This is an optimization exercise on Yosys and OpenROAD, whose aim is small area, a short achievable clock period and few clock cycles per item, not a production implementation.
Where RTL was checked, it was by simulation tests only, not by an equivalence proof against the original.
For run 2, only the layout was checked, not whether the RTL still works.

==> flow/design.v, too long to show whole: its modules and the start of the top module <==
// module bdb_front: 48 lines
// module bdb_sqacc: 1115 lines
// module bdb_sqacc_c: 1308 lines
// module bdb_sqrt: 65 lines
// module box_distance_bounds_top: 241 lines
module box_distance_bounds_top #(
    parameter int COORD_BITS = 24
) (
    input  logic                               clk,
    input  logic                               rst_n,
    input  logic                               in_valid,
    output logic                               in_stall,
    input  logic signed [COORD_BITS-1:0]       a_low,
    input  logic signed [COORD_BITS-1:0]       a_high,
    input  logic signed [COORD_BITS-1:0]       b_low,
    input  logic signed [COORD_BITS-1:0]       b_high,
    input  logic                               last,
    output logic                               out_valid,
    input  logic                               out_stall,
    output logic [bdb_pkg::SUM_W-1:0]          min_sq_dist,
    output logic [bdb_pkg::SUM_W-1:0]          max_sq_dist,
    output logic [bdb_pkg::ROOT_W-1:0]         min_dist,
    output logic [bdb_pkg::ROOT_W-1:0]         max_dist
);
  // ...
==> flow/run.sh <==
#!/bin/bash
# synth_recipe.tcl (not shown) runs the flow's synth.tcl, then flattens the netlist and writes it again
# the make line also repeats each setting of config.mk as NAME=value (left out here)
make -C /OpenROAD-flow-scripts/flow DESIGN_CONFIG=/design/flow/config.mk WORK_HOME=/design/flow/orfs CLKGATE_MAP_FILE= SYNTH_SCRIPT=/design/flow/synth_recipe.tcl finish
==> flow/config.mk <==
export PLATFORM = sky130hd
export DESIGN_NAME = box_distance_bounds_top
export DESIGN_NICKNAME = box_distance_bounds_top
export VERILOG_FILES = /design/flow/design.v
export SDC_FILE = /design/flow/constraint.sdc
export NUM_CORES = 4
export LEC_CHECK = 0
export CAP_MARGIN = 20
export CORE_MARGIN = 2
export CORE_UTILIZATION = 40
export SETUP_SLACK_MARGIN = 1.5
export SLEW_MARGIN = 20
==> flow/constraint.sdc <==
create_clock -name core_clock -period 9.0 [get_ports {clk}]
set_input_delay 1.8000 -clock core_clock [delete_from_list [all_inputs] [get_ports {clk}]]
set_output_delay 1.8000 -clock core_clock [all_outputs]
set_load 0.01 [all_outputs]
==> impl_metrics.toml, run 1 <==
[synth]
synthCells = 7765
synthFlopType = "edfxtp_1"
synth-compound-area-share = 0.204
async_reset_ff_frac = 0.0202

[timing]
setup_tns_ns = 0

[critical_path]
r2r_start = "min_rem[2]$_DFFE_PP_"
path_buf_inv = 4
startpoint = "min_rem[2]$_DFFE_PP_"

[hold_path]
hold_start = "min_p[27]$_SDFFE_PP0P_"
holdPathStages = 2

[cells_and_area]
clock_buffers = 69
final_common_cell = "inv_1"
multi_input_area_share = 0.692
fin_util = 0.473
top_regs = "max_sum (54), min_sum (54)"
n_all_inverters = 788
clockNetworkAreaShare = 0.0246
num_antenna_cells = 1

[cts]
htree_levels = 2
postCtsHoldBufs = 0

[route]
drcViolationCount = 0

[global_route]
grt_max_degree = 78

[outcome]
status = "timing/DRC/antenna clean"

[place]
dp_cells = 9926
Testbench counts, summed over its fixed seeds: cycles 7,822, items 800.
==> module box_distance_bounds_top, before the edit <==
module box_distance_bounds_top #(
    parameter int COORD_BITS = 24
) (
    input  logic                               clk,
    input  logic                               rst_n,
    input  logic                               in_valid,
    output logic                               in_stall,
    input  logic signed [COORD_BITS-1:0]       a_low,
    input  logic signed [COORD_BITS-1:0]       a_high,
    input  logic signed [COORD_BITS-1:0]       b_low,
    input  logic signed [COORD_BITS-1:0]       b_high,
    input  logic                               last,
    output logic                               out_valid,
    input  logic                               out_stall,
    output logic [bdb_pkg::SUM_W-1:0]          min_sq_dist,
    output logic [bdb_pkg::SUM_W-1:0]          max_sq_dist,
    output logic [bdb_pkg::ROOT_W-1:0]         min_dist,
    output logic [bdb_pkg::ROOT_W-1:0]         max_dist
);
    localparam int SQ_K4    = 2;
    localparam int NB_W     = 4 * SQ_K4;
    localparam int SQ_TOP_W = 6;
    localparam int V_W      = SUM_W - SQ_TOP_W;
    localparam int SQ_CYC   = V_W / NB_W;
    localparam int CNT_W  = 3;
    logic                  a_valid;
    logic                  a_last;
    logic [COORD_BITS-1:0] gap_w;
    logic [COORD_BITS-1:0] span_w;
    logic                  span_c_w;
    logic [COORD_BITS-1:0] gap_reg;
    logic [COORD_BITS-1:0] span_reg;
    logic                  span_c_reg;
    logic             first;
    logic             busy;
    logic             out_valid_reg;
    logic             accept;
    logic             consume;
    logic [CNT_W-1:0] cnt;
    logic [SUM_W-1:0] min_sum;
    logic [SUM_W-1:0] max_sum;
    logic [SUM_W:0]   min_add;
    logic [SUM_W:0]   max_add;
    logic [ROOT_W-1:0] min_root;
    logic [ROOT_W-1:0] max_root;
    logic [ROOT_W:0]   min_rem;
    logic [ROOT_W:0]   max_rem;
    logic [ROOT_W+1:0] min_p;
    logic [ROOT_W+1:0] max_p;
    logic [ROOT_W+1:0] min_p_nx;
    logic [ROOT_W+1:0] max_p_nx;
    logic [ROOT_W-1:0] min_root_nx;
    logic [ROOT_W-1:0] max_root_nx;
    logic [ROOT_W:0]   min_rem_nx;
    logic [ROOT_W:0]   max_rem_nx;
    logic [SUM_W-1:0]  min_sat;
    logic [SUM_W-1:0]  max_sat;
    logic [11:0]       min_top;
    logic [11:0]       max_top;
    logic [NB_W-1:0]   min_nb_reg;
    logic [NB_W-1:0]   max_nb_reg;
    logic [NB_W-1:0]   min_nb;
    logic [NB_W-1:0]   max_nb;
    bdb_front #(
        .COORD_BITS (COORD_BITS)
    ) u_front (
        .a_low  (a_low),
        .a_high (a_high),
        .b_low  (b_low),
        .b_high (b_high),
        .gap    (gap_w),
        .span_m (span_w),
        .span_c (span_c_w)
    );
    assign in_stall = a_valid && (busy || out_valid_reg);
    assign accept   = in_valid && !in_stall;
    assign consume  = a_valid && !busy && !(out_valid_reg && out_stall);
    always_ff @(posedge clk or negedge rst_n)
    begin
        if (!rst_n)
        begin
            a_valid       <= 1'b0;
            first         <= 1'b1;
            busy          <= 1'b0;
            out_valid_reg <= 1'b0;
            cnt           <= '0;
        end
        else
        begin
            if (accept)
            begin
                a_valid <= 1'b1;
            end
            else if (consume)
            begin
                a_valid <= 1'b0;
            end
            if (consume)
            begin
                first <= a_last;
            end
            if (consume && a_last)
            begin
                busy <= 1'b1;
                cnt  <= '0;
            end
            else if (busy)
            begin
                cnt <= cnt + 1'b1;
                if (cnt == CNT_W'(SQ_CYC - 1))
                begin
                    busy          <= 1'b0;
                    out_valid_reg <= 1'b1;
                end
            end
            if (out_valid_reg && !out_stall)
            begin
                out_valid_reg <= 1'b0;
            end
        end
    end
    always_ff @(posedge clk)
    begin
        if (accept)
        begin
            a_last   <= last;
            gap_reg  <= gap_w;
            span_reg   <= span_w;
            span_c_reg <= span_c_w;
        end
    end
    bdb_sqacc u_min_sq (
        .x   (gap_reg),
        .acc (first ? {SUM_W{1'b0}} : min_sum),
        .sum (min_add)
    );
    bdb_sqacc_c u_max_sq (
        .x   (span_reg),
        .c   (span_c_reg),
        .acc (first ? {SUM_W{1'b0}} : max_sum),
        .sum (max_add)
    );
    always_ff @(posedge clk)
    begin
        if (consume)
        begin
            min_sum <= min_sat;
            max_sum <= max_sat;
        end
    end
    assign min_sat = min_add[SUM_W-1:0] | {SUM_W{min_add[SUM_W]}};
    assign max_sat = max_add[SUM_W-1:0] | {SUM_W{max_add[SUM_W]}};
    assign min_nb  = min_nb_reg;
    assign max_nb  = max_nb_reg;
    function automatic logic [11:0] top_root(input logic [5:0] v);
        logic [11:0] t;
        t = '0;
        for (int r = 0; r < 8; r++)
        begin
            for (int e = 0; e <= 2 * r; e++)
            begin
                if (r * r + e < 64 && v == 6'(r * r + e))
                begin
                    t = {3'(r), 4'(e), 5'(3 * r + 1)};
                end
            end
        end
        top_root = t;
    endfunction
    assign min_top = top_root(min_sat[SUM_W-1 -: SQ_TOP_W]);
    assign max_top = top_root(max_sat[SUM_W-1 -: SQ_TOP_W]);
    always_ff @(posedge clk)
    begin
        if (consume && a_last)
        begin
            min_nb_reg <= min_sat[V_W-1 -: NB_W];
            max_nb_reg <= max_sat[V_W-1 -: NB_W];
        end
        else if (busy)
        begin
            min_nb_reg <= '0;
            max_nb_reg <= '0;
            for (int c = 0; c < SQ_CYC - 1; c++)
            begin
                if (cnt == CNT_W'(c))
                begin
                    min_nb_reg <= min_sum[V_W - NB_W*(c + 1) - 1 -: NB_W];
                    max_nb_reg <= max_sum[V_W - NB_W*(c + 1) - 1 -: NB_W];
                end
            end
        end
    end
    bdb_sqrt #(
        .K4 (SQ_K4)
    ) u_min_root (
        .root_in  (min_root),
        .p_in     (min_p),
        .rem_in   (min_rem),
        .nibbles  (min_nb),
        .root_out (min_root_nx),
        .p_out    (min_p_nx),
        .rem_out  (min_rem_nx)
    );
    bdb_sqrt #(
        .K4 (SQ_K4)
    ) u_max_root (
        .root_in  (max_root),
        .p_in     (max_p),
        .rem_in   (max_rem),
        .nibbles  (max_nb),
        .root_out (max_root_nx),
        .p_out    (max_p_nx),
        .rem_out  (max_rem_nx)
    );
    always_ff @(posedge clk)
    begin
        if (consume && a_last)
        begin
            min_root <= ROOT_W'(min_top[11:9]);
            max_root <= ROOT_W'(max_top[11:9]);
            min_rem  <= (ROOT_W + 1)'(min_top[8:5]);
            max_rem  <= (ROOT_W + 1)'(max_top[8:5]);
            min_p    <= (ROOT_W + 2)'(min_top[4:0]);
            max_p    <= (ROOT_W + 2)'(max_top[4:0]);
        end
        else if (busy)
        begin
            min_root <= min_root_nx;
            max_root <= max_root_nx;
            min_rem  <= min_rem_nx;
            max_rem  <= max_rem_nx;
            min_p    <= min_p_nx;
            max_p    <= max_p_nx;
        end
    end
    assign out_valid   = out_valid_reg;
    assign min_sq_dist = min_sum;
    assign max_sq_dist = max_sum;
    assign min_dist    = min_root;
    assign max_dist    = max_root;
endmodule
==> run 2: changes to the inputs <==
--- a/flow/design.v
+++ b/flow/design.v
@@ -2566,7 +2566,7 @@
     localparam int SQ_TOP_W = 6;
     localparam int V_W      = SUM_W - SQ_TOP_W;
     localparam int SQ_CYC   = V_W / NB_W;
-    localparam int CNT_W  = 3;
+    localparam int CNT_W  = $clog2(SQ_CYC + 1);
     logic                  a_valid;
     logic                  a_last;
     logic [COORD_BITS-1:0] gap_w;
==> run 2 against run 1 <==
Die area is the same. Via count did not move. Synthesized cell count did not move. Core utilization did not move. Critical path type unchanged. Largest cell class unchanged. Highest routed layer unchanged.
==> impl_metrics.toml, run 2 <==
[place]
gp_congestion = 0.973
port_buffers = 264
dp_cells = 9926
dp_hpwl_um = 180000

[cts]
clk_path_buf_depth = 3
cts_buffers = 54
path_clk_slew_ns = 0.06
clock-sinks = 347
htree_levels = 2
ctsRootBufferMaster = "clkbuf_16"
cts_tree = "built"
worstSkewPairLatency_ns = 0.69

[route]
drcViolationCount = 0
wl_per_cell_um = 22.7
wl_um = 233000
viasPerCell = 5.84
dr.pass1.iters = 8
drtAntennaViolNets = 0
drt_iter0_drc = 4931
vias = 59800

[timing]
setup_viol = 0
max_freq_mhz = 136
hold_viol = 0
drv_slew = 0
finClkSkew_ns = 0.0476
fin_crit_ns = 7.33
slew_headroom = 0.293
fin_crit_sh = 0.814
worst_slew_pin_slew_ns = 1.06
setup_tns_ns = 0
rsz0062_at_grt = "true"

[cells_and_area]
fin_nets = 9364
fin_cells = 10200
n_fill_cell = 15100
fin_util = 0.473
final_common_cell = "inv_1"
final_cell_mix = "763 x inv_1, 749 x nand2_1, 584 x ha_1, 511 x fa_1, 464 x and2_1"
top_regs = "max_sum (54), min_sum (54)"
syn_to_final_growth_pct = 17.5
drive_above_1_share = 0.109

[global_route]
grt_pass1_vias = 58500
grt_max_degree = 78
grt_pass1_wl_um = 349000
grt_antenna_before_repair = 4
grt_usage = 0.281
grt_overflow_total = 0

[synth]
synth_common_cells = "781 x inv_1, 754 x nand2_1, 610 x ha_1"
yosysTopAreaCell = "fa_1"
synth.most_common_cell = "inv_1"
synth_warnings = 12
synthFlopType = "edfxtp_1"
async_reset_ff_frac = 0.0202
syn-num-nets = 8989
yosys-top-cells-area = "fa_1 16%, ha_1 12%, edfxtp_1 9.4%"
synthDistinctLibCells = 112
yosysSeqAreaShare = 0.143
syn_area_per_cell_um2 = 8.07
synth-edff-count = 196
ys_seq_elements = 347
synthCells = 7765
yosys.area.top_type_share = 0.164
syn-cell-area_um2 = 62700

[floorplanning]
placementRows = 145
boundaryPins = 265
fp.dieH_um = 400
start_util = 0.402
die_area_um2 = 160000
core_um2 = 156000
die_w_um = 400

[run]
maxCapViolations = 0

[critical_path]
cp-start-kind = "flop"
critical_path.max_fanout = 6
crit_family = "compound AO/OA/AOI/OAI gates"
worstPathRequired_ns = 9.36
crit_arrival_ns = 7.69
worstSetupPathType = "reg2reg"
max_stage_delay_ns = 0.54
slowest_stage = "edfxtp_1"
path_buf_inv = 4
worst_setup_path_end_kind = "flop"

[hold_path]
hold_path.class = "reg2reg"

[outcome]
status = "timing/DRC/antenna clean"
run 2: cell counts after synthesis:
No cell type changed its count.
run 2: final timing paths:
path / end / slack, ns / cells past startpoint / start
setup / recovery: min_rem[0]$_DFFE_PP_ / 1.67 / 30 / min_rem[2]$_DFFE_PP_
hold / removal: min_p[27]$_SDFFE_PP0P_ / 0.47 / 2 / min_p[27]$_SDFFE_PP0P_
setup reg to reg: min_rem[0]$_DFFE_PP_ / 1.67 / 30 / min_rem[2]$_DFFE_PP_
hold reg to reg: min_p[27]$_SDFFE_PP0P_ / 0.47 / 2 / min_p[27]$_SDFFE_PP0P_
max in group asynchronous: busy$_DFF_PN0_ / 7.00 / 1 / rst_n
min in group asynchronous: busy$_DFF_PN0_ / 1.52 / 1 / rst_n
run 2: cell families (layout without fill, tap and decap cells):
| family | count (synthesis) | count (layout) | synth area share |
|---|---|---|---|
| and+or+nand+nor | 2607 | 2607 | 0.212 |
| AOI/OAI and AO/OA | 1951 | 1951 | 0.204 |
| buffers and inverters | 1172 | 1590 | 0.0744 |
| adders and majority gates | 1123 | 1123 | 0.286 |
| xor gates and xnor gates | 492 | 492 | 0.0690 |
| DFF | 347 | 347 | 0.143 |
| muxes | 73 | 73 | 0.0119 |
| other | 0 | 1 | 0 |
run 2: final cells by class:
cell class | count | area [um^2] | share of cell area
clock buffer | 69 | 1480 | 0.0201
timing repair buffer | 703 | 6390 | 0.0867
antenna | 1 | 2.50 | 0.0000340
clock inverter | 30 | 334 | 0.00454
sequential | 347 | 8950 | 0.122
inverter | 788 | 2980 | 0.0404
tap | 2058 | 2570 | 0.0350
multi-input combinational | 6246 | 50900 | 0.692
run 2: per-stage QoR:
step | setup WS [ns] | hold WS [ns] | area [um^2]
detailed placement | 0.452 | 0.472 | 68100
global placement | 0.437 | 0.459 | 68100
finish | 1.67 | 0.473 | 73600
CTS | 1.49 | 0.485 | 71600
floorplan | 1.38 | 0.440 | 62700
global route | 1.41 | 0.502 | 73600
run 2: metal layers:
layer	GRT usage	vias up	routed length, um
li1	-	27800	-
met1	0.364	29000	96700
met2	0.467	2477	109000
met3	0.0386	508	16500
met4	0.120	2	10800
met5	0	-	10
run 2: worst register-to-register path, delay by kind of cell (launching register included):
family	cells	cell delay (ns)
AOI/OAI and AO/OA	19	4.11
xor gates and xnor gates	1	0.17
adders and majority gates	2	0.82
buffers and inverters	4	0.64
DFF	1	0.54
and+or+nand+nor	4	0.78
run 2: repair_timing:
action                     4_1_cts  5_1_grt
pin swaps                       30       96
gates resized for setup        129      265
hold endpoints to repair         0        0
gates cloned                     0        5
setup endpoints to repair      210      157
setup buffers                  127       84
hold buffers                     0        0
==> run 3: changes to the inputs <==
--- a/flow/design.v
+++ b/flow/design.v
@@ -2566,7 +2566,7 @@
     localparam int SQ_TOP_W = 6;
     localparam int V_W      = SUM_W - SQ_TOP_W;
     localparam int SQ_CYC   = V_W / NB_W;
-    localparam int CNT_W  = $clog2(SQ_CYC + 1);
+    localparam int CNT_W  = 3;
     logic                  a_valid;
     logic                  a_last;
     logic [COORD_BITS-1:0] gap_w;
--- a/flow/config.mk
+++ b/flow/config.mk
@@ -7,6 +7,6 @@
 export LEC_CHECK = 0
 export CAP_MARGIN = 20
 export CORE_MARGIN = 2
-export CORE_UTILIZATION = 40
+export CORE_UTILIZATION = 55
 export SETUP_SLACK_MARGIN = 1.5
 export SLEW_MARGIN = 20
==> run 3 against run 2 <==
First-iteration DRC count increased by 12%. Sequential share of layout area rose by 0.065 points. Highest routed layer unchanged. Fmax down 4.5%. Worst hold slack lost 0.0041 ns. Flip-flop and latch count unchanged. Worst setup slack lost 0.34 ns. Largest cell class unchanged. Critical path depth is 2 lower. Synthesized area unchanged. Core utilization grew 18 points. Synthesized cell count did not move. Register-to-register slack got worse by 0.34 ns.
==> impl_metrics.toml, run 3 <==
[timing]
max_freq_mhz = 130
worst_slew_pin_slew_ns = 1.19
slew_headroom = 0.210
setup_viol = 0
fin_crit_ns = 7.67
drv_slew = 0
fin_crit_sh = 0.853
rsz0062_at_grt = "true"
hold_viol = 0
finClkSkew_ns = 0.0461
setup_tns_ns = 0

[run]
maxCapViolations = 0

[cells_and_area]
fin_nets = 9379
final_cell_mix = "761 x inv_1, 744 x nand2_1, 578 x ha_1, 511 x fa_1, 461 x and2_1"
fin_cells = 9697
drive_above_1_share = 0.116
top_regs = "max_sum (54), min_sum (54)"
fin_area_um2 = 73300
syn_to_final_growth_pct = 16.9
final_common_cell = "inv_1"
fin_util = 0.649

[critical_path]
path_buf_inv = 7
crit_family = "adder cells"
worst_setup_path_end_kind = "flop"
worstSetupPathType = "reg2reg"
worst-r2r-cell-count = 28
cpMostUsedCell = "fa_1"
slowest_stage = "fa_1"
critical_path.max_fanout = 6
cp-start-kind = "flop"
critical_path_depth = 28
max_stage_delay_ns = 0.59
crit_arrival_ns = 8.04
worstPathRequired_ns = 9.37

[route]
vias = 60300
drcViolationCount = 0
viasPerCell = 6.22
drt_iter0_drc = 5512
wl_um = 226000
dr.pass1.iters = 7
wl_per_cell_um = 23.3
drtAntennaViolNets = 0

[global_route]
grt_overflow_total = 0
grt_max_degree = 76
grt_pass1_wl_um = 339000
grt_pass1_vias = 58300
grt_antenna_before_repair = 3
grt_usage = 0.372

[synth]
synth-compound-area-share = 0.204
syn-cell-area_um2 = 62700
synthFlopType = "edfxtp_1"
synth_common_cells = "781 x inv_1, 754 x nand2_1, 610 x ha_1"
synthMuxAreaShare = 0.0119
syn_area_per_cell_um2 = 8.07
ys_seq_elements = 347
syn-num-nets = 8989
yosys-top-cells-area = "fa_1 16%, ha_1 12%, edfxtp_1 9.4%"
yosys.area.top_type_share = 0.164
synth_warnings = 12
yosysSeqAreaShare = 0.143
synthDistinctLibCells = 112
synth_top_family_by_area = "adder cells"
yosysTopAreaCell = "fa_1"
synth-simple-area-share = 0.212
synthCells = 7765
synth-edff-count = 196
yosys.area_share.xor_xnor = 0.0690
async_reset_ff_frac = 0.0202
synth-adder-area-share = 0.286
synth.most_common_cell = "inv_1"

[floorplanning]
start_util = 0.556
die_area_um2 = 117000
core_um2 = 113000
die_w_um = 342
placementRows = 123
boundaryPins = 265
fp.dieH_um = 342

[place]
dp_cells = 9361
port_buffers = 264
dp_hpwl_um = 170000
dpl-instance-area_um2 = 67300
gp_congestion = 0.994

[cts]
htree_levels = 2
postCtsHoldBufs = 0
ctsRootBufferMaster = "clkbuf_16"
clk_path_buf_depth = 3
clock-sinks = 347
path_clk_slew_ns = 0.06
cts_buffers = 48
worstSkewPairLatency_ns = 0.70
cts_tree = "built"

[hold_path]
holdPathStages = 2
hold_path.class = "reg2reg"

[outcome]
status = "timing/DRC/antenna clean"
[run 3: cell counts after synthesis]
No cell type changed its count.
[run 3: area by class of cell]
class | count | area, um^2
Antenna cell | 2 | 5.00
Inverter | 788 | 2980
Clock inverter | 31 | 414
Timing Repair Buffer | 724 | 6570
Clock buffer | 59 | 1250
Multi-Input combinational cell | 6246 | 51200
Tap cell | 1500 | 1880
Fill cell | 9742 | 39500
Sequential cell | 347 | 8950
[run 3: worst min-delay path: cells and delay by family, from the launching register on]
family / cells / cell delay, ns
DFF: 1 / 0.32
and+or+nand+nor: 2 / 0.12
[run 3: per-layer routing]
layer / GRT usage / part of all wire
met1: 0.480 / 0.40
met2: 0.604 / 0.46
met3: 0.0601 / 0.080
met4: 0.186 / 0.059
met5: 0 / 0.000058
[run 3: path summary, 6_finish.rpt]
kind | from | slack, ns | to
setup / recovery | span_reg[2]$_DFFE_PP_ | 1.33 | max_root[0]$_DFFE_PP_
hold / removal | min_p[27]$_SDFFE_PP0P_ | 0.47 | min_p[27]$_SDFFE_PP0P_
setup reg to reg | span_reg[2]$_DFFE_PP_ | 1.33 | max_root[0]$_DFFE_PP_
hold reg to reg | min_p[27]$_SDFFE_PP0P_ | 0.47 | min_p[27]$_SDFFE_PP0P_
max in group asynchronous | rst_n | 6.97 | busy$_DFF_PN0_
min in group asynchronous | rst_n | 1.52 | out_valid_reg$_DFFE_PN0P_
[run 3: per-stage QoR]
step	hold WS [ns]	worst slack (ns)
finish	0.469	1.33
global route	0.495	1.18
CTS	0.471	1.48
detailed placement	0.459	0.428
global placement	0.462	0.281
floorplan	0.440	1.38
[run 3: cells by family (layout without fill, tap and decap cells)]
logic type / after synthesis / in the layout
other: 0 / 2
adder cells (fa/ha/maj): 1123 / 1123
flip-flops: 347 / 347
AO/OA/AOI/OAI: 1951 / 1951
multiplexers: 73 / 73
AND/OR/NAND/NOR: 2607 / 2607
buffers and inverters: 1172 / 1602
XOR/XNOR: 492 / 492
[run 3: timing repair]
| action | 4_1_cts | 5_1_grt |
|---|---|---|
| pin swaps | 40 | 130 |
| gates resized for setup | 149 | 320 |
| gates cloned | 1 | 6 |
| endpoints found under the setup margin | 197 | 191 |
| setup buffers | 141 | 96 |
Testbench counts of run 3, summed over its fixed seeds: cycles 7,822, items 800.
==> run 4: changes to the inputs <==
--- a/flow/design.v
+++ b/flow/design.v
@@ -2575,6 +2575,7 @@
     logic [COORD_BITS-1:0] gap_reg;
     logic [COORD_BITS-1:0] span_reg;
     logic                  span_c_reg;
+    logic [COORD_BITS-1:0] span_full;
     logic             first;
     logic             busy;
     logic             out_valid_reg;
@@ -2643,7 +2644,7 @@
             begin
                 first <= a_last;
             end
-            if (consume && a_last)
+            if (consume && a_last && !first)
             begin
                 busy <= 1'b1;
                 cnt  <= '0;
@@ -2661,6 +2662,10 @@
             begin
                 out_valid_reg <= 1'b0;
             end
+            if (consume && a_last && first)
+            begin
+                out_valid_reg <= 1'b1;
+            end
         end
     end
     always_ff @(posedge clk)
@@ -2673,6 +2678,7 @@
             span_c_reg <= span_c_w;
         end
     end
+    assign span_full = span_reg + COORD_BITS'(span_c_reg);
     bdb_sqacc u_min_sq (
         .x   (gap_reg),
         .acc (first ? {SUM_W{1'b0}} : min_sum),
@@ -2720,7 +2726,7 @@
             min_nb_reg <= min_sat[V_W-1 -: NB_W];
             max_nb_reg <= max_sat[V_W-1 -: NB_W];
         end
-        else if (busy)
+        else
         begin
             min_nb_reg <= '0;
             max_nb_reg <= '0;
@@ -2760,21 +2766,30 @@
     begin
         if (consume && a_last)
         begin
-            min_root <= ROOT_W'(min_top[11:9]);
-            max_root <= ROOT_W'(max_top[11:9]);
-            min_rem  <= (ROOT_W + 1)'(min_top[8:5]);
-            max_rem  <= (ROOT_W + 1)'(max_top[8:5]);
-            min_p    <= (ROOT_W + 2)'(min_top[4:0]);
-            max_p    <= (ROOT_W + 2)'(max_top[4:0]);
+            min_root <= first ? ROOT_W'(gap_reg) : ROOT_W'(min_top[11:9]);
+            max_root <= first ? ROOT_W'(span_full) : ROOT_W'(max_top[11:9]);
         end
         else if (busy)
         begin
             min_root <= min_root_nx;
             max_root <= max_root_nx;
-            min_rem  <= min_rem_nx;
-            max_rem  <= max_rem_nx;
-            min_p    <= min_p_nx;
-            max_p    <= max_p_nx;
+        end
+    end
+    always_ff @(posedge clk)
+    begin
+        if (consume && a_last)
+        begin
+            min_rem <= (ROOT_W + 1)'(min_top[8:5]);
+            max_rem <= (ROOT_W + 1)'(max_top[8:5]);
+            min_p   <= (ROOT_W + 2)'(min_top[4:0]);
+            max_p   <= (ROOT_W + 2)'(max_top[4:0]);
+        end
+        else
+        begin
+            min_rem <= min_rem_nx;
+            max_rem <= max_rem_nx;
+            min_p   <= min_p_nx;
+            max_p   <= max_p_nx;
         end
     end
     assign out_valid   = out_valid_reg;
--- a/flow/config.mk
+++ b/flow/config.mk
@@ -7,6 +7,6 @@
 export LEC_CHECK = 0
 export CAP_MARGIN = 20
 export CORE_MARGIN = 2
-export CORE_UTILIZATION = 55
-export SETUP_SLACK_MARGIN = 1.5
+export CORE_UTILIZATION = 40
+export SETUP_SLACK_MARGIN = 2.0
 export SLEW_MARGIN = 20
==> run 4 against run 3 <==
Still clean. First-iteration DRC count is 0.13% higher. Clock skew decreased by 0.027 ns. Die area increased by 36%. Synthesized cell count is 1.8% lower. Final area is 4.3% higher. Non-clock buffer count up 72. Fmax rose by 7.6%. Via count rose by 0.43%. Wire length grew 7.7%. Critical path type unchanged.
==> impl_metrics.toml, run 4 <==
[cts]
worstSkewPairLatency_ns = 0.68
htree_levels = 2
cts_tree = "built"
ctsRootBufferMaster = "clkbuf_16"
path_clk_slew_ns = 0.06
cts_buffers = 53
clk_path_buf_depth = 3
clock-sinks = 349

[critical_path]
slowest_stage = "fa_1"
worst_setup_path_end_kind = "flop"
r2r_end = "max_rem[1]$_DFF_P_"
critical_path.max_fanout = 10
worst-r2r-cell-count = 26
worstPathRequired_ns = 9.49
worstSetupPathType = "reg2reg"
reg2reg_setup_slack_ns = 1.87
r2r_start = "span_reg[0]$_DFFE_PP_"
max_stage_delay_ns = 0.55
cpMostUsedCell = "fa_1"
cp-start-kind = "flop"
worstSetupEndpoint = "max_rem[1]$_DFF_P_"
startpoint = "span_reg[0]$_DFFE_PP_"
crit_arrival_ns = 7.62

[cells_and_area]
top_regs = "max_sum (54), min_sum (54)"
fin_area_um2 = 76400
drive_above_1_share = 0.151
fin_nets = 9402
final_common_cell = "inv_1"
fin_cells = 10300
final_cell_mix = "725 x inv_1, 641 x nand2_1, 547 x ha_1, 501 x fa_1, 455 x nor2_1"
n_fill_cell = 14900
syn_to_final_growth_pct = 22.4

[route]
wl_um = 243000
viasPerCell = 5.90
vias = 60600
wl_per_cell_um = 23.7
drt_iter0_drc = 5519
dr.pass1.iters = 10
drcViolationCount = 0
drtAntennaViolNets = 0

[synth]
synth-simple-area-share = 0.201
synthCells = 7628
yosysTopAreaCell = "fa_1"
synthMuxAreaShare = 0.0163
synth.most_common_cell = "inv_1"
synth_top_family_by_area = "adder cells"
synth-compound-area-share = 0.208
synth_warnings = 12
synthFlopType = "edfxtp_1"
synthDistinctLibCells = 119
yosys.area_share.xor_xnor = 0.0729
syn_area_per_cell_um2 = 8.19
yosys-top-cells-area = "fa_1 16%, ha_1 12%, edfxtp_1 10%"
syn-cell-area_um2 = 62400
synth-edff-count = 212
syn-num-nets = 8857
async_reset_ff_frac = 0.0201
synth_common_cells = "791 x inv_1, 659 x nand2_1, 615 x ha_1"
ys_seq_elements = 349
yosys.area.top_type_share = 0.164
yosysSeqAreaShare = 0.146
synth-adder-area-share = 0.288

[global_route]
grt_pass1_vias = 59100
grt_antenna_before_repair = 8
grt_usage = 0.294
grt_max_degree = 106
grt_pass1_wl_um = 361000
grt_overflow_total = 0

[place]
gp_congestion = 0.968
dpl-instance-area_um2 = 68000
dp_hpwl_um = 185000
dp_cells = 9800
port_buffers = 264

[timing]
hold_viol = 0
fin_crit_sh = 0.792
setup_tns_ns = 0
max_freq_mhz = 140
setup_viol = 0
fin_crit_ns = 7.13
drv_slew = 0
finClkSkew_ns = 0.0192
slew_headroom = 0.125
rsz0062_at_grt = "true"
worst_slew_pin_slew_ns = 1.31

[floorplanning]
die_area_um2 = 159000
start_util = 0.404
placementRows = 144
core_um2 = 155000
boundaryPins = 265
fp.dieH_um = 399
die_w_um = 399

[run]
maxCapViolations = 0

[outcome]
status = "timing/DRC/antenna clean"

[hold_path]
hold_path.class = "reg2reg"
run 4: cell types whose count changed in the layout (fill, tap and decap cells not counted), sizes merged, moves of 32 or more:
cell and delta:
a211oi -37, nor2 +74, a21oi -32, o31ai -40, nand2 -93, xnor2 +38, o21a +47, buf +70
run 4: through the flow:
| stage | hold WS (ns) | util | setup WS, ns |
|---|---|---|---|
| 6_report | 0.559 | 0.494 | 1.87 |
| 5_1_grt | 0.587 | 0.494 | 1.63 |
| 4_1_cts | 0.557 | 0.476 | 1.94 |
| 3_5_place_dp | 0.549 | 0.440 | 0.684 |
| 3_3_place_gp | 0.535 | 0.440 | 0.816 |
| 2_1_floorplan | 0.511 | - | 2.00 |
run 4: area by class of cell:
cell class                      instances  area [um^2]  share of cell area
Tap cell                             2044         2560              0.0335
Multi-Input combinational cell       6175        52200               0.683
Inverter                              798         3050              0.0398
Antenna cell                            3         7.51           0.0000982
Clock inverter                         33          430             0.00563
Timing Repair Buffer                  796         7500              0.0981
Clock buffer                           67         1500              0.0197
Sequential cell                       349         9180               0.120
run 4: worst max-delay path, delay by kind of cell, from the launching register on:
kind                       cells  cell delay, ns
DFF                            1            0.53
adders and majority gates      6            3.02
buffers and inverters          7            0.97
AOI/OAI and AO/OA              9            1.67
and+or+nand+nor                4            0.77
run 4: worst min-delay path by stage:
stage | from | endpoint | slack (ns) | cells past startpoint
2_1_floorplan | a_valid$_DFFE_PN0P_ | a_valid$_DFFE_PN0P_ | 0.51 | 2
3_3_place_gp | a_valid$_DFFE_PN0P_ | a_valid$_DFFE_PN0P_ | 0.54 | 2
3_5_place_dp | a_valid$_DFFE_PN0P_ | a_valid$_DFFE_PN0P_ | 0.55 | 2
4_1_cts | a_valid$_DFFE_PN0P_ | a_valid$_DFFE_PN0P_ | 0.56 | 2
5_1_grt | a_valid$_DFFE_PN0P_ | a_valid$_DFFE_PN0P_ | 0.59 | 2
6_report | a_valid$_DFFE_PN0P_ | a_valid$_DFFE_PN0P_ | 0.56 | 2
run 4: cell families (layout without fill, tap and decap cells):
family	Yosys count	in the layout
adder cells (fa/ha/maj)	1128	1128
multiplexers	99	100
flip-flops	349	349
AO/OA/AOI/OAI	1938	1940
buffers and inverters	1107	1694
other	0	3
XOR/XNOR	517	517
AND/OR/NAND/NOR	2490	2490
run 4: routing by layer:
metal / up-vias / wire length, um / GRT usage
met2: 2644 / 109000 / 0.468
met3: 595 / 19900 / 0.0500
met1: 29500 / 102000 / 0.394
met5: - / 85 / 0
met4: 12 / 12100 / 0.123
li1: 27800 / - / -
run 4: repair_timing:
item,in CTS,in global routing
setup buffers,208,143
hold buffers,0,0
gates cloned,8,3
resized for setup,376,380
pin swaps,119,199
setup endpoints to repair,266,182
Testbench counts of run 4, summed over its fixed seeds: cycles 7,240, items 800.
==> run 5: changes to the inputs <==
--- a/flow/config.mk
+++ b/flow/config.mk
@@ -5,6 +5,7 @@
 export SDC_FILE = /design/flow/constraint.sdc
 export NUM_CORES = 4
 export LEC_CHECK = 0
+export ABC_AREA = 1
 export CAP_MARGIN = 20
 export CORE_MARGIN = 2
 export CORE_UTILIZATION = 40
==> run 5 against run 4 <==
Still clean on timing, DRC and antenna. Wire length rose by 6.1%. Via count is 9.4% higher. Synthesized area increased by 4.8%. Flip-flop and latch count unchanged. Count of clock-buffer cells in the layout is 12 lower. Non-clock buffer count decreased by 60. Synthesized cell count grew 25%.
==> impl_metrics.toml, run 5 <==
[cells_and_area]
syn_to_final_growth_pct = 21.1
final_common_cell = "nand2_1"
top_regs = "max_sum (54), min_sum (54)"
fin_util = 0.487
multi_input_area_um2 = 50800
final_cell_mix = "2083 x nand2_1, 1830 x inv_1, 640 x nor2_1, 621 x a21oi_1, 564 x ha_1"
drive_above_1_share = 0.149
n_fill_cell = 16400
fin_nets = 11300
seq_area_um2 = 9160

[synth]
async_reset_ff_frac = 0.0201
ys_seq_elements = 349
synth-edff-count = 212
yosysSeqAreaShare = 0.140
synthCells = 9568
synthFlopType = "edfxtp_1"
yosysTopAreaCell = "fa_1"
yosys-top-cells-area = "fa_1 16%, nand2_1 13%, ha_1 12%"
syn_area_per_cell_um2 = 6.84
syn-num-nets = 10800
synthDistinctLibCells = 92
yosys.area.top_type_share = 0.157
synth_warnings = 12
synth.most_common_cell = "nand2_1"
syn-cell-area_um2 = 65500
synth_common_cells = "2215 x nand2_1, 1923 x inv_1, 737 x nor2_1"

[timing]
rsz0062_at_grt = "true"
max_freq_mhz = 141
fin_crit_sh = 0.786
worst_slew_pin_slew_ns = 1.04
drv_slew = 0
finClkSkew_ns = 0.0380
fin_hold_ws_ns = 0.509
setup_viol = 0
hold_viol = 0
setup_tns_ns = 0
slew_headroom = 0.304
fin_crit_ns = 7.07

[critical_path]
reg2reg_setup_slack_ns = 1.93
r2r_end = "min_root[1]$_DFFE_PP_"
max_stage_delay_ns = 0.60
worstPathRequired_ns = 9.42
crit_arrival_ns = 7.49
worst_setup_path_end_kind = "flop"
critical_path.max_fanout = 8
r2r_start = "gap_reg[1]$_DFFE_PP_"
worst-r2r-cell-count = 30
cp-start-kind = "flop"
slowest_stage = "fa_1"
worstSetupPathType = "reg2reg"
cpMostUsedCell = "fa_1"

[global_route]
grt_pass1_wl_um = 388000
grt_usage = 0.299
grt_antenna_before_repair = 8
grt_max_degree = 69
grt_pass1_vias = 64700
grt_overflow_total = 0

[hold_path]
hold_end = "min_rem[0]$_DFF_P_"
hold_start = "min_nb_reg[0]$_DFF_P_"
holdPathStages = 3
hold_path.class = "reg2reg"

[floorplanning]
die_area_um2 = 167000
placementRows = 148
core_um2 = 163000
start_util = 0.403
fp.dieH_um = 409
die_w_um = 409
boundaryPins = 265

[cts]
htree_levels = 2
path_clk_slew_ns = 0.07
ctsRootBufferMaster = "clkbuf_16"
cts_buffers = 50
postCtsHoldBufs = 0
worstSkewPairLatency_ns = 0.68
cts_tree = "built"
clock-sinks = 349
clk_path_buf_depth = 3

[place]
port_buffers = 264
gp_congestion = 0.971
dp_hpwl_um = 200000

[route]
wl_per_cell_um = 21.0
drcViolationCount = 0
drt_iter0_drc = 5631
viasPerCell = 5.39
vias = 66300
wl_um = 258000
drtAntennaViolNets = 0
dr.pass1.iters = 6

[run]
maxCapViolations = 0

[outcome]
status = "timing/DRC/antenna clean"
run 5: layer usage:
layer | vias to the layer above | GRT usage | routed length [um]
met5 | - | 0 | 41
met4 | 8 | 0.110 | 11600
met3 | 542 | 0.0497 | 20500
met2 | 2637 | 0.494 | 118000
met1 | 31500 | 0.391 | 107000
li1 | 31500 | - | -
run 5: how the worst max path moves through the flow:
stage | start | endpoint | slack (ns) | depth (start not counted)
floorplan | span_reg[23]$_DFFE_PP_ | max_root[1]$_DFFE_PP_ | 2.04 | 34
global placement | gap_reg[21]$_DFFE_PP_ | min_root[0]$_DFFE_PP_ | 0.67 | 31
detailed placement | gap_reg[21]$_DFFE_PP_ | min_root[0]$_DFFE_PP_ | 0.55 | 31
CTS | gap_reg[23]$_DFFE_PP_ | min_rem[0]$_DFF_P_ | 1.94 | 44
global route | gap_reg[22]$_DFFE_PP_ | min_rem[0]$_DFF_P_ | 1.59 | 42
finish | gap_reg[1]$_DFFE_PP_ | min_root[1]$_DFFE_PP_ | 1.93 | 30
run 5: timing repair:
action	4_1_cts	5_1_grt
gates cloned	9	7
buffers inserted	200	135
gates resized for setup	400	549
setup endpoints to repair	168	151
pin swaps	124	259
run 5: area by class of cell:
| type | count | area share |
|---|---|---|
| Tap cell | 2175 | 0.0343 |
| Clock buffer | 55 | 0.0166 |
| Timing Repair inverter | 2 | 0.000174 |
| Antenna cell | 2 | 0.0000632 |
| Timing Repair Buffer | 736 | 0.0925 |
| Sequential cell | 349 | 0.116 |
| Multi-Input combinational cell | 6964 | 0.641 |
| Inverter | 1972 | 0.0948 |
| Clock inverter | 36 | 0.00526 |
run 5: cell families after synthesis:
group                      after synthesis  share of synthesized area
and+or+nand+nor                       3725                      0.239
buffers and inverters                 2256                      0.132
AOI/OAI and AO/OA                     1676                      0.154
adders and majority gates             1128                      0.274
xor gates and xnor gates               433                     0.0613
DFF                                    349                      0.140
muxes                                    1                   0.000172
run 5: through the flow:
| stage | instances | area [um^2] | worst slack, ns |
|---|---|---|---|
| 5_1_grt | 12300 | 79200 | 1.59 |
| 3_3_place_gp | 11800 | 70600 | 0.667 |
| 6_report | 12300 | 79200 | 1.93 |
| 4_1_cts | 12100 | 76100 | 1.94 |
| 2_1_floorplan | 9568 | 65500 | 2.04 |
| 3_5_place_dp | 11800 | 70600 | 0.549 |
run 5: critical path: cells and delay by family (launching register included):
family | cells | cell delay, ns
buffers and inverters | 6 | 0.63
AO/OA/AOI/OAI | 7 | 1.05
adder cells (fa/ha/maj) | 6 | 2.94
AND/OR/NAND/NOR | 11 | 1.66
flip-flops | 1 | 0.52
==> run 6: changes to the inputs <==
--- a/flow/config.mk
+++ b/flow/config.mk
@@ -9,5 +9,5 @@
 export CAP_MARGIN = 20
 export CORE_MARGIN = 2
 export CORE_UTILIZATION = 40
-export SETUP_SLACK_MARGIN = 2.0
+export SETUP_SLACK_MARGIN = 1.5
 export SLEW_MARGIN = 20
==> run 6 against run 5 <==
First-iteration DRC count decreased by 3.8%. Synthesized cell count unchanged. Clock skew decreased by 0.0022 ns. Still clean on timing, DRC and antenna. Final area decreased by 4.0%. Critical endpoint unchanged. Critical path type unchanged.
==> impl_metrics.toml, run 6 <==
[outcome]
status = "timing/DRC/antenna clean"

[floorplanning]
placementRows = 148
boundaryPins = 265
start_util = 0.403
die_area_um2 = 167000
die_w_um = 409
core_um2 = 163000
fp.dieH_um = 409

[cells_and_area]
n_fill_cell = 16700
seq_area_um2 = 9150
final_common_cell = "nand2_1"
top_regs = "max_sum (54), min_sum (54)"
syn_to_final_growth_pct = 16.2
final_cell_mix = "2155 x nand2_1, 1887 x inv_1, 683 x nor2_1, 638 x a21oi_1, 586 x ha_1"
multi_input_area_um2 = 49200
fin_area_um2 = 76100
fin_util = 0.468
drive_above_1_share = 0.106
fin_nets = 11200

[global_route]
grt_antenna_before_repair = 6
grt_pass1_vias = 63700
grt_max_degree = 69
grt_pass1_wl_um = 382000
grt_overflow_total = 0
grt_usage = 0.294

[synth]
synthDistinctLibCells = 92
yosysSeqAreaShare = 0.140
synth-edff-count = 212
ys_seq_elements = 349
synthCells = 9568
syn-num-nets = 10800
yosysTopAreaCell = "fa_1"
synthFlopType = "edfxtp_1"
synth.most_common_cell = "nand2_1"
syn_area_per_cell_um2 = 6.84
async_reset_ff_frac = 0.0201
yosys-top-cells-area = "fa_1 16%, nand2_1 13%, ha_1 12%"
synth_warnings = 12
syn-cell-area_um2 = 65500
synth_common_cells = "2215 x nand2_1, 1923 x inv_1, 737 x nor2_1"
yosys.area.top_type_share = 0.157

[route]
wl_um = 253000
routed.top_layer = "met5"
drcViolationCount = 0
vias = 65000
met3_length_um = 19400
viasPerCell = 5.36
wl_per_cell_um = 20.9
wl_met1_um = 107000
wl_met2_um = 116000
drt_iter0_drc = 5417
dr.pass1.iters = 6
drtAntennaViolNets = 0

[critical_path]
worstPathRequired_ns = 9.42
crit_family = "adder cells"
slowest_stage = "fa_1"
critical_path.max_fanout = 8
reg2reg_setup_slack_ns = 1.80
crit_arrival_ns = 7.62
max_stage_delay_ns = 0.64
cpMostUsedCell = "nand2_1"
worst_setup_path_end_kind = "flop"
path_buf_inv = 9
worstSetupPathType = "reg2reg"
worst-r2r-cell-count = 34
r2r_end = "min_root[1]$_DFFE_PP_"
r2r_start = "gap_reg[22]$_DFFE_PP_"
cp-start-kind = "flop"

[cts]
postCtsHoldBufs = 0
path_clk_slew_ns = 0.07
clock-sinks = 349
htree_levels = 2
ctsRootBufferMaster = "clkbuf_16"
cts_buffers = 50
cts_tree = "built"
clk_path_buf_depth = 3
worstSkewPairLatency_ns = 0.67

[hold_path]
hold_path.class = "reg2reg"
hold_end = "min_rem[0]$_DFF_P_"
hold_start = "min_nb_reg[0]$_DFF_P_"
holdPathStages = 3

[timing]
setup_viol = 0
rsz0062_at_grt = "true"
max_freq_mhz = 139
worst_slew_pin_slew_ns = 1.04
drv_slew = 0
finClkSkew_ns = 0.0358
slew_headroom = 0.308
fin_hold_ws_ns = 0.519
fin_crit_sh = 0.800
hold_viol = 0
setup_tns_ns = 0
fin_crit_ns = 7.20

[place]
dpl-instance-area_um2 = 70600
gp_congestion = 0.971
port_buffers = 264
dp_hpwl_um = 200000

[run]
maxCapViolations = 0
[run 6: logic make-up after synthesis]
kind of cell	synth area share
buf+inv	0.132
fa+ha+maj	0.274
compound gates	0.154
simple gates	0.239
xor+xnor	0.0613
flops	0.140
mux	0.000172
[run 6: worst min-delay path: stages (launching register included)]
cell and delay (ns):
dfxtp_1 0.31, nand2_1 0.06, nand2_1 0.05, nand2_1 0.06
[run 6: cell type report]
type                    instances  share of cell area
inverters                    1972              0.0981
diodes                          1           0.0000329
flip-flops and latches        349               0.120
clock buffers                  55              0.0173
well taps                    2175              0.0358
multi-input cells            6965               0.648
repair buffers                584              0.0754
clock inverters                36             0.00548
repair inverters                1           0.0000658
[run 6: worst max path at each step]
stage,cells after the start,endpoint,start
after detailed placement,31,min_root[0]$_DFFE_PP_,gap_reg[21]$_DFFE_PP_
after global placement,31,min_root[0]$_DFFE_PP_,gap_reg[21]$_DFFE_PP_
after floorplan,34,max_root[1]$_DFFE_PP_,span_reg[23]$_DFFE_PP_
final,34,min_root[1]$_DFFE_PP_,gap_reg[22]$_DFFE_PP_
after global routing,38,min_root[1]$_DFFE_PP_,gap_reg[23]$_DFFE_PP_
after CTS,44,min_root[0]$_DFFE_PP_,min_p[0]$_DFF_P_
[run 6: metrics by stage]
| step | worst slack [ns] | instances |
|---|---|---|
| global placement | 0.667 | 11800 |
| detailed placement | 0.549 | 11800 |
| global route | 1.44 | 12100 |
| floorplan | 2.04 | 9568 |
| finish | 1.80 | 12100 |
| CTS | 1.49 | 12000 |
[run 6: what timing repair did]
action | CTS | global route
endpoints found under the setup margin | 86 | 146
resized for setup | 58 | 408
setup buffers | 89 | 100
hold endpoints to repair | 0 | 0
gates cloned | 0 | 10
pin swaps | 4 | 99
[run 6: layer usage]
layer | track usage | up-vias
met1 | 0.385 | 30900
met4 | 0.107 | 8
met3 | 0.0505 | 480
met2 | 0.485 | 2447
li1 | - | 31200
met5 | 0 | -
==> run 7: changes to the inputs <==
--- a/flow/config.mk
+++ b/flow/config.mk
@@ -5,7 +5,6 @@
 export SDC_FILE = /design/flow/constraint.sdc
 export NUM_CORES = 4
 export LEC_CHECK = 0
-export ABC_AREA = 1
 export CAP_MARGIN = 20
 export CORE_MARGIN = 2
 export CORE_UTILIZATION = 40
==> run 7 against run 6 <==
Global-route usage down 0.75 points. Count of clock-buffer cells in the layout up 17. Critical path depth down 11. Worst hold slack better by 0.032 ns. Register-to-register slack worse by 0.16 ns. Worst setup slack worse by 0.16 ns. Non-clock buffer count up 42. Synthesized cell count down 20%. Critical path type unchanged. Highest routed layer unchanged.
==> impl_metrics.toml, run 7 <==
[cells_and_area]
top_regs = "max_sum (54), min_sum (54)"
drive_above_1_share = 0.0971
final_common_cell = "inv_1"
multi_input_area_um2 = 50300
syn_to_final_growth_pct = 16.2
fin_nets = 9228
final_cell_mix = "767 x inv_1, 647 x nand2_1, 603 x ha_1, 511 x fa_1, 462 x and2_1"
n_fill_cell = 15100
seq_area_um2 = 9150

[timing]
setup_viol = 0
hold_viol = 0
worst_slew_pin_slew_ns = 1.07
finClkSkew_ns = 0.0518
slew_headroom = 0.284
max_freq_mhz = 136
rsz0062_at_grt = "true"
fin_crit_ns = 7.36
setup_tns_ns = 0
fin_crit_sh = 0.818
drv_slew = 0
fin_hold_ws_ns = 0.552

[floorplanning]
die_area_um2 = 159000
placementRows = 144
fp.dieH_um = 399
start_util = 0.404
core_um2 = 155000
boundaryPins = 265
die_w_um = 399

[place]
dp_hpwl_um = 183000
port_buffers = 264
gp_congestion = 0.964

[synth]
yosysTopAreaCell = "fa_1"
synth_common_cells = "791 x inv_1, 659 x nand2_1, 615 x ha_1"
syn-cell-area_um2 = 62400
synth-edff-count = 212
synthCells = 7628
synth_warnings = 12
synthDistinctLibCells = 119
async_reset_ff_frac = 0.0201
yosysSeqAreaShare = 0.146
yosys-top-cells-area = "fa_1 16%, ha_1 12%, edfxtp_1 10%"
syn-num-nets = 8857
synth.most_common_cell = "inv_1"
ys_seq_elements = 349
syn_area_per_cell_um2 = 8.19
yosys.area.top_type_share = 0.164
synthFlopType = "edfxtp_1"

[critical_path]
max_stage_delay_ns = 0.69
crit_arrival_ns = 7.87
path_buf_inv = 4
worst_setup_path_end_kind = "flop"
crit_chain = "buf_4, nand2_1, fa_1, inv_1, fa_1, inv_1, fa_1, fa_1, inv_1, fa_1, ha_1, and3_1, o2111a_1, nand2_1, a21oi_1, o311ai_2, nand3_2, a21oi_4, mux2i_1, and2_1, o211a_1, nor4_2, a22oi_1"
worstPathRequired_ns = 9.51
crit_family = "adder cells"
cp-start-kind = "flop"
worstSetupPathType = "reg2reg"
cpMostUsedCell = "fa_1"
critical_path.max_fanout = 22
slowest_stage = "o311ai_2"

[cts]
clock-sinks = 349
cts_tree = "built"
postCtsHoldBufs = 0
worstSkewPairLatency_ns = 0.67
clk_path_buf_depth = 3
cts_buffers = 52
path_clk_slew_ns = 0.06
ctsRootBufferMaster = "clkbuf_16"
htree_levels = 2

[global_route]
grt_pass1_wl_um = 352000
grt_max_degree = 84
grt_antenna_before_repair = 7
grt_pass1_vias = 58200
grt_overflow_total = 0
grt_usage = 0.286

[route]
dr.pass1.iters = 9
wl_um = 234000
drcViolationCount = 0
drt_iter0_drc = 5041
drtAntennaViolNets = 0
wl_per_cell_um = 23.2
viasPerCell = 5.85
vias = 59000

[outcome]
status = "timing/DRC/antenna clean"

[hold_path]
hold_path.class = "reg2reg"

[run]
maxCapViolations = 0
[run 7: worst register-to-register path: stages (launching register included)]
cell      delay [ns]
edfxtp_1        0.58
buf_4           0.38
nand2_1         0.13
fa_1            0.48
inv_1           0.05
fa_1            0.52
inv_1           0.06
fa_1            0.53
fa_1            0.55
inv_1           0.05
fa_1            0.47
ha_1            0.37
and3_1          0.25
o2111a_1        0.17
nand2_1         0.08
a21oi_1         0.11
o311ai_2        0.69
nand3_2         0.24
a21oi_4         0.31
mux2i_1         0.16
and2_1          0.30
o211a_1         0.29
nor4_2          0.35
a22oi_1         0.14
[run 7: metrics by stage]
stage               utilization  std cells  cell area, um^2  setup slack, ns
global placement          0.439       9800            67900            0.592
finish                    0.470      10100            72600             1.64
floorplan                     -       7628            62500             1.56
CTS                       0.458       9989            70800             1.47
global route              0.469      10100            72600             1.43
detailed placement        0.439       9800            67900            0.485
[run 7: worst paths after layout]
check | start | to | slack, ns | depth (start not counted)
max in group asynchronous | rst_n | first$_DFFE_PN1P_ | 7.28 | 1
worst max register to register | span_reg[2]$_DFFE_PP_ | max_rem[1]$_DFF_P_ | 1.64 | 23
worst min-delay path | a_valid$_DFFE_PN0P_ | a_valid$_DFFE_PN0P_ | 0.55 | 2
worst min register to register | a_valid$_DFFE_PN0P_ | a_valid$_DFFE_PN0P_ | 0.55 | 2
worst max-delay path | span_reg[2]$_DFFE_PP_ | max_rem[1]$_DFF_P_ | 1.64 | 23
min in group asynchronous | rst_n | cnt[1]$_DFFE_PN0P_ | 1.42 | 1
[run 7: cell type report]
cell class              count  area share
clock buffers              72      0.0209
inverters                 798      0.0415
diodes                      2   0.0000690
clock inverters            26     0.00400
repair buffers            626      0.0787
multi-input cells        6172       0.693
well taps                2044      0.0352
flip-flops and latches    349       0.126
[run 7: timing repair]
item	in CTS	in global routing
endpoints found under the setup margin	233	148
resized for setup	90	202
gates cloned	1	4
setup buffers	90	94
pin swaps	17	73
[run 7: kinds of logic (layout without fill, tap and decap cells)]
kind of cell,Yosys count,count (layout),synth area share
buf+inv,1107,1522,0.0673
other cells,0,2,0
mux,99,99,0.0163
flops,349,349,0.146
xor+xnor,517,517,0.0729
compound gates,1938,1938,0.208
fa+ha+maj,1128,1128,0.288
simple gates,2490,2490,0.201
[run 7: routing by layer]
| metal | global-route usage | share of wire | vias to the layer above |
|---|---|---|---|
| li1 | - | - | 27400 |
| met1 | 0.377 | 0.42 | 28600 |
| met2 | 0.459 | 0.45 | 2481 |
| met3 | 0.0511 | 0.080 | 549 |
| met4 | 0.127 | 0.052 | 4 |
| met5 | 0 | 0.00012 | - |
==> run 8: changes to the inputs <==
--- a/flow/config.mk
+++ b/flow/config.mk
@@ -8,5 +8,5 @@
 export CAP_MARGIN = 20
 export CORE_MARGIN = 2
 export CORE_UTILIZATION = 40
-export SETUP_SLACK_MARGIN = 1.5
+export SETUP_SLACK_MARGIN = 1.0
 export SLEW_MARGIN = 20
==> run 8 against run 7 <==
Critical path depth increased by 1. Global-route usage decreased by 0.12 points. Final area decreased by 2.7%. Synthesized cell count unchanged. Via count decreased by 1.0%. Final cell count decreased by 1.2%. Register-to-register slack got worse by 0.36 ns. Largest cell class unchanged. Highest routed layer unchanged.
==> impl_metrics.toml, run 8 <==
[outcome]
status = "timing/DRC/antenna clean"

[cts]
htree_levels = 2
clk_path_buf_depth = 3
postCtsHoldBufs = 0
worstSkewPairLatency_ns = 0.66
path_clk_slew_ns = 0.06
cts_buffers = 50
cts_tree = "built"
ctsRootBufferMaster = "clkbuf_16"
clock-sinks = 349

[synth]
yosys-top-cells-area = "fa_1 16%, ha_1 12%, edfxtp_1 10%"
syn-num-nets = 8857
ys_seq_elements = 349
synthFlopType = "edfxtp_1"
synthCells = 7628
synth_common_cells = "791 x inv_1, 659 x nand2_1, 615 x ha_1"
synth-edff-count = 212
yosysTopAreaCell = "fa_1"
async_reset_ff_frac = 0.0201
synth.most_common_cell = "inv_1"
syn_area_per_cell_um2 = 8.19
synthDistinctLibCells = 119
yosys.area.top_type_share = 0.164
synth_warnings = 12
syn-cell-area_um2 = 62400
yosysSeqAreaShare = 0.146

[place]
port_buffers = 264
dp_hpwl_um = 186000
dp_cells = 9811
dpl-instance-area_um2 = 68000
gp_congestion = 0.979

[critical_path]
cpMostUsedCell = "fa_1"
crit_arrival_ns = 8.08
worstPathRequired_ns = 9.36
max_stage_delay_ns = 0.75
crit_chain = "nand2_1, fa_1, inv_1, fa_1, inv_1, fa_1, fa_1, inv_1, fa_1, ha_1, a21o_1, a21o_1, a21oi_1, o21ai_0, a31oi_1, o2bb2ai_2, o211ai_1, a21oi_1, mux2i_4, a311oi_1, nor3_1, a2111oi_2, a21o_1, o21ai_0"
slowest_stage = "edfxtp_1"
worst_setup_path_end_kind = "flop"
path_buf_inv = 3
critical_path.max_fanout = 11
worstSetupPathType = "reg2reg"
crit_family = "adder cells"
cp-start-kind = "flop"

[floorplanning]
die_w_um = 399
start_util = 0.404
boundaryPins = 265
placementRows = 144
die_area_um2 = 159000
core_um2 = 155000
fp.dieH_um = 399

[timing]
drv_slew = 0
hold_viol = 0
setup_viol = 0
fin_crit_sh = 0.858
setup_tns_ns = 0
rsz0062_at_grt = "true"
worst_slew_pin_slew_ns = 1.07
max_freq_mhz = 130
slew_headroom = 0.281
finClkSkew_ns = 0.0213
fin_crit_ns = 7.72

[cells_and_area]
syn_to_final_growth_pct = 13.1
final_common_cell = "inv_1"
fin_area_um2 = 70600
drive_above_1_share = 0.0648
fin_nets = 9106
final_cell_mix = "790 x inv_1, 656 x nand2_1, 615 x ha_1, 513 x fa_1, 467 x nor2_1"
top_regs = "max_sum (54), min_sum (54)"
fin_cells = 9967

[route]
vias = 58400
drtAntennaViolNets = 0
drt_iter0_drc = 4925
viasPerCell = 5.86
wl_per_cell_um = 23.4
dr.pass1.iters = 9
drcViolationCount = 0
wl_um = 233000

[run]
maxCapViolations = 0

[global_route]
grt_pass1_wl_um = 349000
grt_usage = 0.285
grt_pass1_vias = 57600
grt_antenna_before_repair = 6
grt_max_degree = 60
grt_overflow_total = 0

[hold_path]
hold_path.class = "reg2reg"
## run 8: cell counts after synthesis
No cell type changed its count.
## run 8: per-stage QoR
| stage | worst slack (ns) | hold WS [ns] | util |
|---|---|---|---|
| after floorplan | 1.03 | 0.511 | - |
| after global placement | 0.404 | 0.536 | 0.440 |
| after detailed placement | 0.336 | 0.541 | 0.440 |
| after CTS | 0.994 | 0.548 | 0.452 |
| after global routing | 0.930 | 0.588 | 0.457 |
| final | 1.28 | 0.544 | 0.457 |
## run 8: worst paths after layout
path	startpoint	to	slack, ns	cells after the start
worst max-delay path	gap_reg[4]$_DFFE_PP_	min_root[0]$_DFFE_PP_	1.28	24
worst min-delay path	a_valid$_DFFE_PN0P_	a_valid$_DFFE_PN0P_	0.54	2
worst max register to register	gap_reg[4]$_DFFE_PP_	min_root[0]$_DFFE_PP_	1.28	24
worst min register to register	a_valid$_DFFE_PN0P_	a_valid$_DFFE_PN0P_	0.54	2
max in group asynchronous	rst_n	first$_DFFE_PN1P_	7.30	1
min in group asynchronous	rst_n	busy$_DFF_PN0_	1.41	1
## run 8: logic make-up (layout without fill, tap and decap cells)
family / Yosys count / in the layout / share of synthesized area
XOR/XNOR: 517 / 517 / 0.0729
other: 0 / 4 / 0
flip-flops: 349 / 349 / 0.146
buffers and inverters: 1107 / 1398 / 0.0673
adder cells (fa/ha/maj): 1128 / 1128 / 0.288
AO/OA/AOI/OAI: 1938 / 1938 / 0.208
multiplexers: 99 / 99 / 0.0163
AND/OR/NAND/NOR: 2490 / 2490 / 0.201
## run 8: final cells by class
class / instances / area, um^2
Sequential cell: 349 / 9150
Antenna cell: 4 / 10.0
Fill cell: 15300 / 84000
Inverter: 798 / 3000
Timing Repair Buffer: 506 / 4610
Tap cell: 2044 / 2560
Clock buffer: 70 / 1440
Multi-Input combinational cell: 6172 / 49600
Clock inverter: 24 / 262
## run 8: routing by layer
layer / global-route usage / part of all wire
met2: 0.461 / 0.45
met3: 0.0503 / 0.076
met1: 0.374 / 0.42
met4: 0.122 / 0.050
met5: 0 / 0.000099
## run 8: tightest hold or removal path, cell delays in order (launching register included)
cell and delay, ns:
dfrtp_1 0.38, inv_1 0.06, o21bai_1 0.06
## run 8: repair_timing
action,CTS,global route
setup buffers,14,44
endpoints found under the setup margin,74,142
resized for setup,25,76
pin swaps,4,9
gates cloned,0,0
==> run 9: changes to the inputs <==
--- a/flow/config.mk
+++ b/flow/config.mk
@@ -8,5 +8,5 @@
 export CAP_MARGIN = 20
 export CORE_MARGIN = 2
 export CORE_UTILIZATION = 40
-export SETUP_SLACK_MARGIN = 1.0
+export SETUP_SLACK_MARGIN = 1.25
 export SLEW_MARGIN = 20
==> run 9 against run 8 <==
Largest cell class unchanged. Critical endpoint is now max_root[0]$_DFFE_PP_. First-iteration DRC count rose by 7.0%. Final area rose by 0.98%. Count of clock-buffer cells in the layout fell by 6.
==> impl_metrics.toml, run 9 <==
[outcome]
status = "timing/DRC/antenna clean"

[cells_and_area]
final_cell_mix = "786 x inv_1, 654 x nand2_1, 613 x ha_1, 513 x fa_1, 465 x nor2_1"
final_common_cell = "inv_1"
n_fill_cell = 15300

[cts]
path_clk_slew_ns = 0.06
cts_tree = "built"
htree_levels = 2
clock-sinks = 349
postCtsHoldBufs = 0

[timing]
setup_tns_ns = 0
fin_crit_sh = 0.842
setup_viol = 0
worst_slew_pin_slew_ns = 1.29

[global_route]
grt_usage = 0.284
grt_max_degree = 126
grt_antenna_before_repair = 4
grt_pass1_vias = 57500
grt_overflow_total = 0

[critical_path]
r2r_start = "span_reg[12]$_DFFE_PP_"
crit_arrival_ns = 8.10
worstSetupPathType = "reg2reg"
slowest_stage = "edfxtp_1"
crit_family = "adder cells"
worstPathRequired_ns = 9.52
critical_path_depth = 25
max_stage_delay_ns = 0.86
startpoint = "span_reg[12]$_DFFE_PP_"

[synth]
yosysSeqAreaShare = 0.146
ys_seq_elements = 349
synthCells = 7628
async_reset_ff_frac = 0.0201
syn_area_per_cell_um2 = 8.19
synth.most_common_cell = "inv_1"
syn-cell-area_um2 = 62400
yosysTopAreaCell = "fa_1"
synth-edff-count = 212
synth_common_cells = "791 x inv_1, 659 x nand2_1, 615 x ha_1"
syn-num-nets = 8857
synth_warnings = 12
yosys-top-cells-area = "fa_1 16%, ha_1 12%, edfxtp_1 10%"

[hold_path]
hold_start = "a_valid$_DFFE_PN0P_"

[floorplanning]
start_util = 0.404
boundaryPins = 265
die_area_um2 = 159000
core_um2 = 155000

[route]
wl_um = 233000
[run 9: changes by cell type in the layout (fill, tap and decap cells not counted), sizes merged]
cell      delta
bufinv       +5
inv          +2
clkinvlp     +5
buf         +35
diode        -2
clkbuf       -4
[run 9: cell type report]
| type | instances | area [um^2] | share of cell area |
|---|---|---|---|
| tap | 2044 | 2560 | 0.0359 |
| sequential | 349 | 9150 | 0.128 |
| multi-input combinational | 6172 | 49800 | 0.698 |
| antenna | 2 | 5.00 | 0.0000702 |
| timing repair buffer | 543 | 4940 | 0.0693 |
| clock buffer | 64 | 1390 | 0.0195 |
| clock inverter | 36 | 482 | 0.00676 |
| inverter | 798 | 3000 | 0.0421 |
[run 9: path summary, 6_finish.rpt]
| kind | to | slack, ns |
|---|---|---|
| min in group asynchronous | a_valid$_DFFE_PN0P_ | 1.39 |
| worst min-delay path | a_valid$_DFFE_PN0P_ | 0.55 |
| worst min register to register | a_valid$_DFFE_PN0P_ | 0.55 |
| worst max register to register | max_root[0]$_DFFE_PP_ | 1.42 |
| worst max-delay path | max_root[0]$_DFFE_PP_ | 1.42 |
| max in group asynchronous | first$_DFFE_PN1P_ | 7.32 |
[run 9: metal layers]
layer / share of wire / vias to the layer above / GRT usage
met4: 0.045 / 0 / 0.108
met2: 0.46 / 2378 / 0.461
li1: - / 27200 / -
met1: 0.42 / 28800 / 0.375
met3: 0.076 / 467 / 0.0492
met5: 0 / - / 0
[run 9: repair_timing]
item | in CTS | in global routing
hold endpoints to repair | 0 | 0
setup endpoints to repair | 118 | 139
setup buffers | 40 | 61
gates cloned | 0 | 2
resized for setup | 51 | 103
pin swaps | 6 | 30
[run 9: cells by family after synthesis]
family                   Yosys count  share of synthesized area
AO/OA/AOI/OAI                   1938                      0.208
adder cells (fa/ha/maj)         1128                      0.288
flip-flops                       349                      0.146
XOR/XNOR                         517                     0.0729
buffers and inverters           1107                     0.0673
AND/OR/NAND/NOR                 2490                      0.201
multiplexers                      99                     0.0163
[run 9: through the flow]
stage	area [um^2]	utilization	cells	hold slack, ns	worst slack [ns]
finish	71300	0.461	10000	0.547	1.42
detailed placement	67900	0.439	9803	0.543	0.521
global placement	67900	0.439	9803	0.531	0.521
global route	71300	0.461	10000	0.590	1.23
floorplan	62400	-	7628	0.511	1.29
CTS	70300	0.455	9943	0.549	1.22
[run 9: worst reg2reg max path, cell delays in order (launching register included)]
cell      delay (ns)
edfxtp_1        0.86
buf_4           0.32
and2_1          0.17
fa_1            0.44
fa_1            0.50
inv_1           0.07
fa_1            0.54
fa_1            0.55
inv_1           0.06
fa_1            0.49
ha_1            0.38
nand2_1         0.07
nor2_1          0.19
o2111a_1        0.23
nand2_1         0.06
a21oi_1         0.48
o311ai_4        0.24
nand3_1         0.22
a21oi_1         0.12
buf_4           0.18
nand2b_1        0.22
o21ai_2         0.32
nor2_1          0.10
a311oi_2        0.28
mux2i_1         0.13
a21boi_0        0.20

==> re-timing with driven ports <==
Ports are ideal in the flow. The routed layouts listed here were re-timed in OpenROAD. Step 1 assumes that a clkbuf_16 drives the clock port and a buf_2 every other input. Step 2 also shifts input and output timing later by t, the mid clock arrival at the registers, as if the neighbouring blocks saw the same clock. Slacks: ideal ports / drivers / drivers and shift; pairs: ideal ports / drivers.
| run | shift t [ns] | setup WS [ns] | hold slack, ns | worst setup path after step 2 |
|---|---|---|---|---|
| run 1 | 0.748 | 1.670 / 1.670 / 1.084 | 0.473 / 0.473 / 0.473 | input to register |
| run 2 | 0.748 | 1.670 / 1.670 / 1.084 | 0.473 / 0.473 / 0.473 | input to register |
| run 3 | 0.755 | 1.327 / 1.327 / 1.051 | 0.469 / 0.469 / 0.469 | input to register |
| run 4 | 0.740 | 1.868 / 1.868 / 1.483 | 0.559 / 0.559 / 0.559 | input to register |
| run 5 | 0.721 | 1.929 / 1.929 / 1.630 | 0.509 / 0.509 / 0.509 | input to register |
| run 6 | 0.722 | 1.799 / 1.799 / 1.259 | 0.519 / 0.519 / 0.519 | input to register |
| run 7 | 0.732 | 1.635 / 1.635 / 1.090 | 0.552 / 0.552 / 0.552 | input to register |
| run 8 | 0.727 | 1.280 / 1.280 / 0.733 | 0.544 / 0.544 / 0.544 | input to register |
| run 9 | 0.750 | 1.425 / 1.425 / 0.920 | 0.547 / 0.547 / 0.547 | input to register |
After both steps every run listed still meets setup and hold.
